Source: an optimization exercise on an open RTL-to-GDS flow (aim: small area, a short achievable clock period and few clock cycles per item). Production flows keep margins and buffers that such runs may drop. Function not checked in this run: the RTL went through the layout flow alone. No activity file was given, so power comes from the tool's default toggle rates.

## design/flow/design.v

```verilog
package fusion_pkg;
  typedef enum logic [1:0] {
    MODE_TRUNC    = 2'd0,
    MODE_ROUND    = 2'd1,
    MODE_PASS_NEW = 2'd2,
    MODE_PASS_OLD = 2'd3
  } mode_e;
  function automatic int beats_per_frame(input int image_dim, input int pixels_per_beat);
    beats_per_frame = (image_dim * image_dim) / pixels_per_beat;
  endfunction
  function automatic int cnt_width(input int n);
    cnt_width = (n > 1) ? $clog2(n) : 1;
  endfunction
endpackage
module fusion_lane
(
  input  logic       clk,
  input  logic       en,           
  input  logic       frc_one,      
  input  logic       frc_zero,     
  input  logic       c_half,       
  input  logic       c_pass,       
  input  logic       sel_y,        
  input  logic       sel_x,        
  input  logic       pass2,        
  input  logic [7:0] x_in,
  input  logic [7:0] y_in,
  input  logic [7:0] d_in,
  output logic [7:0] fused
);
  logic [7:0] deff;
  logic [7:0] pp0, pp1, pp2, pp3, pp4, pp5, pp6, pp7;
  logic [15:0] row_a, row_b, sum;
  logic [7:0] blend;
  logic s1, c2, s3, c4, s5, c6, s7, c8, s9, c10, s11, c12, s13, c14, s15, c16, s17, c18, s19, c20, s21, c22, s23, c24, s25, c26, s27, c28, s29, c30, s31, c32, s33, c34, s35, c36, s37, c38, s39, c40, s41, c42, s43, c44, s45, c46, s47, c48, s49, c50, s51, c52, s53, c54, s55, c56, s57, c58, s59, c60, s61, c62, s63, c64, s65, c66, s67, c68, s69, c70, s71, c72, s73, c74, s100, c101, s102, c103, s104, c105, s106, c107, s108, c109, s110, c111;
  logic r75, r76, r77, r78, r79, r80, r81, r82, r83, r84, r85, r86, r87, r88, r89, r90, r91, r92, r93, r94, r95, r96, r97, r98, r99;
  assign deff = d_in;
  assign pp0 = deff[0] ? y_in : x_in;
  assign pp1 = deff[1] ? y_in : x_in;
  assign pp2 = deff[2] ? y_in : x_in;
  assign pp3 = deff[3] ? y_in : x_in;
  assign pp4 = deff[4] ? y_in : x_in;
  assign pp5 = deff[5] ? y_in : x_in;
  assign pp6 = deff[6] ? y_in : x_in;
  assign pp7 = deff[7] ? y_in : x_in;
  logic pass1;
  logic [7:0] v;
  assign pass1 = sel_x | sel_y;
  assign v = sel_x ? x_in : y_in;
  fusion_ha u_s1 (.a(pp0[6]), .b(pp1[5]), .s(s1), .co(c2));
  fusion_fa u_s3 (.a(c_half), .b(pp0[7]), .c(pp1[6]), .s(s3), .co(c4));
  fusion_fa u_s5 (.a(pp2[5]), .b(pp3[4]), .c(pp4[3]), .s(s5), .co(c6));
  fusion_ha u_s7 (.a(pp5[2]), .b(pp6[1]), .s(s7), .co(c8));
  fusion_fa u_s9 (.a(pp1[7]), .b(pp2[6]), .c(pp3[5]), .s(s9), .co(c10));
  fusion_fa u_s11 (.a(pp4[4]), .b(pp5[3]), .c(pp6[2]), .s(s11), .co(c12));
  fusion_fa u_s13 (.a(pp2[7]), .b(pp3[6]), .c(pp4[5]), .s(s13), .co(c14));
  fusion_ha u_s15 (.a(pp0[4]), .b(pp1[3]), .s(s15), .co(c16));
  fusion_fa u_s17 (.a(pp0[5]), .b(pp1[4]), .c(pp2[3]), .s(s17), .co(c18));
  fusion_ha u_s19 (.a(pp3[2]), .b(pp4[1]), .s(s19), .co(c20));
  fusion_fa u_s21 (.a(pp2[4]), .b(pp3[3]), .c(pp4[2]), .s(s21), .co(c22));
  fusion_fa u_s23 (.a(pp5[1]), .b(pp6[0]), .c(s1), .s(s23), .co(c24));
  fusion_fa u_s25 (.a(pp7[0]), .b(c2), .c(s7), .s(s25), .co(c26));
  fusion_ha u_s27 (.a(s3), .b(s5), .s(s27), .co(c28));
  fusion_fa u_s29 (.a(pp7[1]), .b(c8), .c(c4), .s(s29), .co(c30));
  fusion_fa u_s31 (.a(c6), .b(s9), .c(s11), .s(s31), .co(c32));
  fusion_fa u_s33 (.a(pp5[4]), .b(pp6[3]), .c(pp7[2]), .s(s33), .co(c34));
  fusion_fa u_s35 (.a(c10), .b(c12), .c(s13), .s(s35), .co(c36));
  fusion_fa u_s37 (.a(pp3[7]), .b(pp4[6]), .c(pp5[5]), .s(s37), .co(c38));
  fusion_fa u_s39 (.a(pp6[4]), .b(pp7[3]), .c(c14), .s(s39), .co(c40));
  fusion_fa u_s41 (.a(pp4[7]), .b(pp5[6]), .c(pp6[5]), .s(s41), .co(c42));
  fusion_ha u_s43 (.a(pp0[3]), .b(pp1[2]), .s(s43), .co(c44));
  fusion_fa u_s45 (.a(pp2[2]), .b(pp3[1]), .c(pp4[0]), .s(s45), .co(c46));
  fusion_fa u_s47 (.a(pp5[0]), .b(c16), .c(s19), .s(s47), .co(c48));
  fusion_fa u_s49 (.a(c20), .b(c18), .c(s21), .s(s49), .co(c50));
  fusion_fa u_s51 (.a(c22), .b(c24), .c(s25), .s(s51), .co(c52));
  fusion_fa u_s53 (.a(c26), .b(c28), .c(s29), .s(s53), .co(c54));
  fusion_fa u_s55 (.a(s33), .b(c30), .c(c32), .s(s55), .co(c56));
  fusion_fa u_s57 (.a(c34), .b(s37), .c(c36), .s(s57), .co(c58));
  fusion_fa u_s59 (.a(pp7[4]), .b(c38), .c(s41), .s(s59), .co(c60));
  fusion_fa u_s61 (.a(pp5[7]), .b(pp6[6]), .c(pp7[5]), .s(s61), .co(c62));
  fusion_fa u_s63 (.a(pp0[2]), .b(pp1[1]), .c(pp2[0]), .s(s63), .co(c64));
  fusion_fa u_s65 (.a(pp2[1]), .b(pp3[0]), .c(s43), .s(s65), .co(c66));
  fusion_fa u_s67 (.a(c44), .b(s15), .c(s45), .s(s67), .co(c68));
  fusion_fa u_s69 (.a(c46), .b(s17), .c(s47), .s(s69), .co(c70));
  fusion_fa u_s71 (.a(c42), .b(s61), .c(c60), .s(s71), .co(c72));
  fusion_fa u_s73 (.a(pp6[7]), .b(pp7[6]), .c(c62), .s(s73), .co(c74));
  logic [6:0] low_sum;
  assign low_sum = {1'b0, c68, c66, c64, s63, pp0[1], pp0[0]} + {1'b0, s69, s67, s65, 1'b0, pp1[0], 1'b0};
  fusion_fa u_s100 (.a(r75), .b(r76), .c(r77), .s(s100), .co(c101));
  fusion_fa u_s102 (.a(r79), .b(r80), .c(r81), .s(s102), .co(c103));
  fusion_fa u_s104 (.a(r82), .b(r83), .c(r84), .s(s104), .co(c105));
  fusion_fa u_s106 (.a(r85), .b(r86), .c(r87), .s(s106), .co(c107));
  fusion_fa u_s108 (.a(r88), .b(r89), .c(r90), .s(s108), .co(c109));
  fusion_fa u_s110 (.a(r91), .b(r92), .c(r93), .s(s110), .co(c111));
  assign row_a = {1'b0, r97, r95, c111, c109, c107, c105, c103, c101, s100, 1'b0, 1'b0, 1'b0, 1'b0, 1'b0, 1'b0};
  assign row_b = {1'b0, r98, r96, r94, s110, s108, s106, s104, s102, r78, 1'b0, 1'b0, 1'b0, 1'b0, 1'b0, 1'b0};
  logic [10:0] sum_hi;
  assign sum_hi = {row_a[15:6], 1'b1} + {row_b[15:6], r99};
  assign sum = {sum_hi[10:1], 6'b0};
  assign blend = sum[15:8];
  always_ff @(posedge clk) begin
    if (en) begin
      r75 <= pass1 ? v[0] : c48;
      r76 <= s49;
      r77 <= pass1 ? v[1] : s23;
      r78 <= c70;
      r79 <= pass1 ? v[2] : c50;
      r80 <= s51;
      r81 <= pass1 ? v[3] : s27;
      r82 <= c52;
      r83 <= s53;
      r84 <= s31;
      r85 <= c54;
      r86 <= s55;
      r87 <= s35;
      r88 <= c56;
      r89 <= s57;
      r90 <= pass1 ? v[4] : s39;
      r91 <= c58;
      r92 <= s59;
      r93 <= pass1 ? v[5] : c40;
      r94 <= s71;
      r95 <= c72;
      r96 <= s73;
      r97 <= pass1 ? v[6] : pp7[7];
      r98 <= pass1 ? v[7] : c74;
      r99 <= low_sum[6];
    end
  end
  logic [7:0] res;
  assign res = pass2 ? {r98, r97, r93, r90, r81, r79, r77, r75} : blend;
  always_ff @(posedge clk)
    if (en) fused <= res;
endmodule
module fusion_fa (
  input  logic a,
  input  logic b,
  input  logic c,
  output logic s,
  output logic co
);
  assign s  = a ^ b ^ c;
  assign co = (a & b) | (c & (a ^ b));
endmodule
module fusion_ha (
  input  logic a,
  input  logic b,
  output logic s,
  output logic co
);
  assign s  = a ^ b;
  assign co = a & b;
endmodule
module fusion_blend_v2
#(
  parameter int PIXELS_PER_BEAT = 16,
  parameter int PIX_W           = 8,
  parameter int WGT_W           = 8,
  parameter int IMAGE_DIM       = 512
) (
  input  logic                             clk,
  input  logic                             rst,
  input  logic [1:0]                       mode,
  input  logic                             in_valid,
  output logic                             in_ready,
  input  logic [PIX_W*PIXELS_PER_BEAT-1:0] old_frame,
  input  logic [PIX_W*PIXELS_PER_BEAT-1:0] new_frame,
  input  logic [WGT_W*PIXELS_PER_BEAT-1:0] weight,
  output logic                             out_valid,
  input  logic                             out_ready,
  output logic [PIX_W*PIXELS_PER_BEAT-1:0] fused_frame,
  output logic                             out_last,
  output logic                             frame_done
);
  localparam int BPF   = fusion_pkg::beats_per_frame(IMAGE_DIM, PIXELS_PER_BEAT);
  localparam int CNT_W = fusion_pkg::cnt_width(BPF);
  localparam logic [CNT_W-1:0] LAST_IDX = CNT_W'(BPF - 1);
  localparam int NST = 2;    
  localparam bit PASSMUX = 1;
  logic             en, acc, out_hs, first_beat, is_last, hold0;
  logic             mode_ok_q, mode_ok_d, first_q, first_d, hold0_q;
  logic [NST-1:0]   v_q, last_q;
  logic             done_q;
  logic [CNT_W-1:0] cnt_q;
  assign en     = !v_q[NST-1] || out_ready;
  assign out_hs = v_q[NST-1] && out_ready;
  assign is_last = (cnt_q == LAST_IDX);
  assign first_beat = first_q;
  assign hold0      = hold0_q;
  assign in_ready   = en && !hold0;
  assign acc        = in_valid && in_ready;
  always_comb begin
    first_d   = first_q;
    mode_ok_d = mode_ok_q;
    if (in_valid && hold0) mode_ok_d = 1'b1;
    if (acc) begin
      first_d = is_last;
      if (first_beat) mode_ok_d = 1'b0;
    end
  end
  always_ff @(posedge clk) begin
    if (rst) begin
      mode_ok_q <= 1'b0;
      first_q   <= 1'b1;
      hold0_q   <= 1'b1;
      cnt_q     <= '0;
      v_q       <= '0;
      done_q    <= 1'b0;
    end else begin
      mode_ok_q <= mode_ok_d;
      first_q   <= first_d;
      hold0_q   <= first_d && !mode_ok_d;
      if (acc) cnt_q <= is_last ? '0 : cnt_q + CNT_W'(1);
      if (en) v_q <= NST'({v_q, in_valid && !hold0});
      done_q <= out_hs && last_q[NST-1];
    end
  end
  always_ff @(posedge clk)
    if (en) last_q <= NST'({last_q, is_last});
  logic p_new, p_old, c_half, c_pass, frc_one, frc_zero, sel_x, sel_y;
  always_ff @(posedge clk) begin
    if (rst) begin
      p_new    <= 1'b0;
      p_old    <= 1'b0;
      c_half   <= 1'b0;
      c_pass   <= 1'b0;
    end else if (in_valid && hold0) begin
      p_new    <= (mode == 2'd2);
      p_old    <= (mode == 2'd3);
      c_half   <= PASSMUX ? (mode == 2'd1) : (mode != 2'd0);
      c_pass   <= !PASSMUX && mode[1];
    end
  end
  assign frc_one  = !PASSMUX && p_new;
  assign frc_zero = !PASSMUX && p_old;
  assign sel_y    = PASSMUX && p_new;
  assign sel_x    = PASSMUX && p_old;
  logic pass2_q;
  always_ff @(posedge clk)
    if (en) pass2_q <= p_new || p_old;
  for (genvar i = 0; i < PIXELS_PER_BEAT; i++) begin : g_lane
    fusion_lane u_lane (
      .clk      (clk),
      .en       (en),
      .frc_one  (frc_one),
      .frc_zero (frc_zero),
      .c_half   (c_half),
      .c_pass   (c_pass),
      .sel_y    (sel_y),
      .sel_x    (sel_x),
      .pass2    (pass2_q),
      .x_in     (old_frame[i*PIX_W +: PIX_W]),
      .y_in     (new_frame[i*PIX_W +: PIX_W]),
      .d_in     (weight[i*WGT_W +: WGT_W]),
      .fused    (fused_frame[i*PIX_W +: PIX_W])
    );
  end
  assign out_valid  = v_q[NST-1];
  assign out_last   = last_q[NST-1];
  assign frame_done = done_q;
endmodule
```

## design/flow/config.mk

```make
export PLATFORM = sky130hd
export DESIGN_NAME = fusion_blend_v2
export DESIGN_NICKNAME = fusion_blend_v2
export VERILOG_FILES = /design/flow/design.v
export SDC_FILE = /design/flow/constraint.sdc
export NUM_CORES = 4
export LEC_CHECK = 0
export CAP_MARGIN = 20
export CORE_MARGIN = 2
export CORE_UTILIZATION = 65
export PLACE_DENSITY = 0.72
export SETUP_SLACK_MARGIN = 2.4
export SLEW_MARGIN = 20
export SYNTH_HIERARCHICAL = 1
```

## design/flow/standard.sh

```bash
#!/bin/bash
# synth_recipe.tcl (not shown) runs the flow's synth.tcl, then flattens the netlist and writes it again
# the make line also repeats each setting of config.mk as NAME=value (left out here)
make -C /OpenROAD-flow-scripts/flow DESIGN_CONFIG=/design/flow/config.mk WORK_HOME=/design/flow/orfs CLKGATE_MAP_FILE= SYNTH_SCRIPT=/design/flow/synth_recipe.tcl "${@:-finish}"
```

## design/flow/flow/run.sh

```bash
#!/bin/bash
# Own layout flow: the standard layout (standard.sh, unchanged synthesis and steps), with
# the port buffers that global placement inserts made plain buffers instead of the default
# delay-buffer cell. Every input and output port still gets its own buffer.
set -euo pipefail
export BUFFER_PORTS_ARGS="-buffer_cell sky130_fd_sc_hd__buf_2"
bash standard.sh > standard.log 2>&1
```

## design/flow/constraint.sdc

```tcl
create_clock -name core_clock -period 5.5 [get_ports {clk}]
set_input_delay 1.1000 -clock core_clock [delete_from_list [all_inputs] [get_ports {clk}]]
set_output_delay 1.1000 -clock core_clock [all_outputs]
set_load 0.01 [all_outputs]
```

==> impl_metrics.tcl <==
set metrics [dict create \
    run_status "no timing/DRC/antenna violations" \
    grt_use_total_pct 30.75 \
    p_leak_nw 23.15 \
    setup_viol 0 \
    wirelength_um 131400 \
    cts_tree "done" \
    crit_arrival_ns 3.42 \
    syn-num-nets 5552 \
    clkLatencyLatePin_ns 0.64 \
    syn_area_per_cell_um2 12.59 \
    fillers 5726 \
    area_growth_pct 11.30 \
    cts.path.max_buffers 3 \
    drv_cap 0 \
    grt_max_degree 218 \
    tns_ns 0 \
    cp-end-kind "flip-flop" \
    htreeDepth 2 \
    fin_crit_ns 3.053 \
    final_cells 5831 \
    first_pass_iters 5 \
    hold_viol_final 0 \
    placementRows 105 \
    overflow 0 \
    ios 522 \
    antenna_found_initial 49 \
    regMostFlops "g_lane.u_lane.fused" \
    hold_class "reg2reg" \
    grt_pass1_vias 37680 \
    drc 0 \
    start_util_pct 65.64 \
    multi_input_area_um2 37160 \
    cts_hold_buf 0 \
    skew_ns 0.02213 \
    cts_setup_buffers 0 \
    clk_pin_slew_ns 0.06 \
    cp_max_fo 8 \
    via_per_inst 6.303 \
    yosys_warnings 8 \
    drive_above_1_share_pct 36.59 \
    avgRoutedWirePerCell_um 22.54 \
    ir_drop_mv 0.3427 \
    place.gp.congestion 0.9427 \
    dp.cells 5681 \
    slew_violations 0 \
    r2r_slack_ns 2.77 \
    post-route-period-util_pct 55.51 \
    grt_pass1_wl_um 208200 \
    power_density_nw_per_um2 495.5 \
    root_buffer "clkbuf_16" \
    drtAntennaViolNets 0 \
    netlist_instances 4281 \
    syn_area_um2 53900 \
    die_h_um 292.0 \
    startpoint_type "input port" \
    die_w_um 292.0 \
    vias 36750 \
    dieArea_um2 85240 \
    largest_register_ff_count 128 \
    cts.sinks 554 \
    register_area_um2 16410 \
    cts_buffers 60 \
    path_class "in2reg" \
    rsz0062_at_grt "true" \
    relSlewSlack_pct 36.93 \
    required_ns 5.87 \
    fp.coreArea_um2 82110 \
    worstMarginPinSlew_ns 0.9461 \
    nets 5944 \
    port_buffers 521 \
    dp_hpwl_um 99620 \
    fmax_mhz 327.6 \
    drt_iter0_drc 2502 \
]
cells in the final DEF (no fill, tap or decap), types with 38 or more instances in the layout:
master       n
fa_2        55
a21oi_1    138
a211oi_1    48
clkbuf_16   60
o21a_1      48
mux2_4      79
buf_2      518
mux2i_1    177
ha_1       257
nand2_1    332
diode_2     38
o21ai_0    226
nor2_1     142
mux2_2     881
edfxtp_1   531
fa_1       537
layout make-up:
type | count | share of cell area, %
inverters | 18 | 0.1189
clock buffers | 72 | 2.611
diodes | 38 | 0.1585
well taps | 1070 | 2.232
flip-flops and latches | 554 | 27.36
repair buffers | 543 | 4.724
multi-input cells | 3496 | 61.95
clock inverters | 40 | 0.8426
report_power, final:
group	internal, mW	total [mW]	leakage, nW	switching [mW]
clock	2.51	4.25	0.998	1.74
combinational	7.61	17.4	16.3	9.77
sequential	7.24	8.08	5.87	0.847
repair_timing:
item | in CTS | in global routing
endpoints found under the setup margin | 0 | 3
gates resized for setup | 0 | 3
hold endpoints to repair | 0 | 0
worst max-delay path: stages:
cell,delay (ns)
buf_2,0.23
mux2_2,0.38
ha_2,0.18
fa_1,0.53
fa_1,0.42
ha_1,0.32
a21oi_1,0.15
o21ai_0,0.11
metal layers:
| metal | track usage [%] | vias up | share of wire, % |
|---|---|---|---|
| met2 | 50.08 | 1204 | 47 |
| li1 | - | 16880 | - |
| met5 | 0 | - | 0.084 |
| met4 | 9.228 | 20 | 2.9 |
| met3 | 6.378 | 239 | 7.4 |
| met1 | 41.82 | 18410 | 42 |
metrics by stage:
stage / utilization [%] / power, mW / hold WS, ns / area [µm²] / setup slack, ns
5_1_grt: 73.00 / 32.29 / 0.4402 / 59940 / 2.393
3_3_place_gp: 70.41 / 24.87 / 0.4143 / 57810 / 1.903
3_5_place_dp: 70.41 / 25.37 / 0.4200 / 57810 / 1.807
6_report: 73.06 / 29.72 / 0.4328 / 59990 / 2.447
4_1_cts: 72.93 / 29.78 / 0.4375 / 59880 / 2.496
2_1_floorplan: - / 20.83 / 0.4003 / 55340 / -4.505
worst paths after layout:
kind | end | cells after the start | startpoint
min | last_q[1] | 0 | last_q[0]
min reg2reg | last_q[1] | 0 | last_q[0]
max | g_lane[12].u_lane.r99 | 8 | weight[97]
max reg2reg | g_lane[14].u_lane.r83 | 4 | c_half

-- afterwards: timing with drivers on the ports --
How much do the figures lean on ideal ports? The routed layout below was timed once more, with nothing changed but the port constraints.
Step 1, drivers: a clkbuf_16 drives clk and a buf_2 each remaining input, both assumed.
Step 2 adds t to the input delays and takes it off the output delays; t is the mean of the earliest and latest rising clock arrival at the registers after step 1. Input paths then give back, and output paths get back, about the clock's delay inside the block.
Slacks: no drivers / after step 1 / after step 2; pairs: no drivers / after step 1.
t, ns: 0.698
setup slack, ns: 2.447 / 2.476 / 1.778
worst setup path after step 2: input to register
cell pins on the clock port's net: 1
After both steps this run still meets setup and hold. The setup slack of this run moves by +0.029 ns with the drivers and by -0.669 ns with both steps.
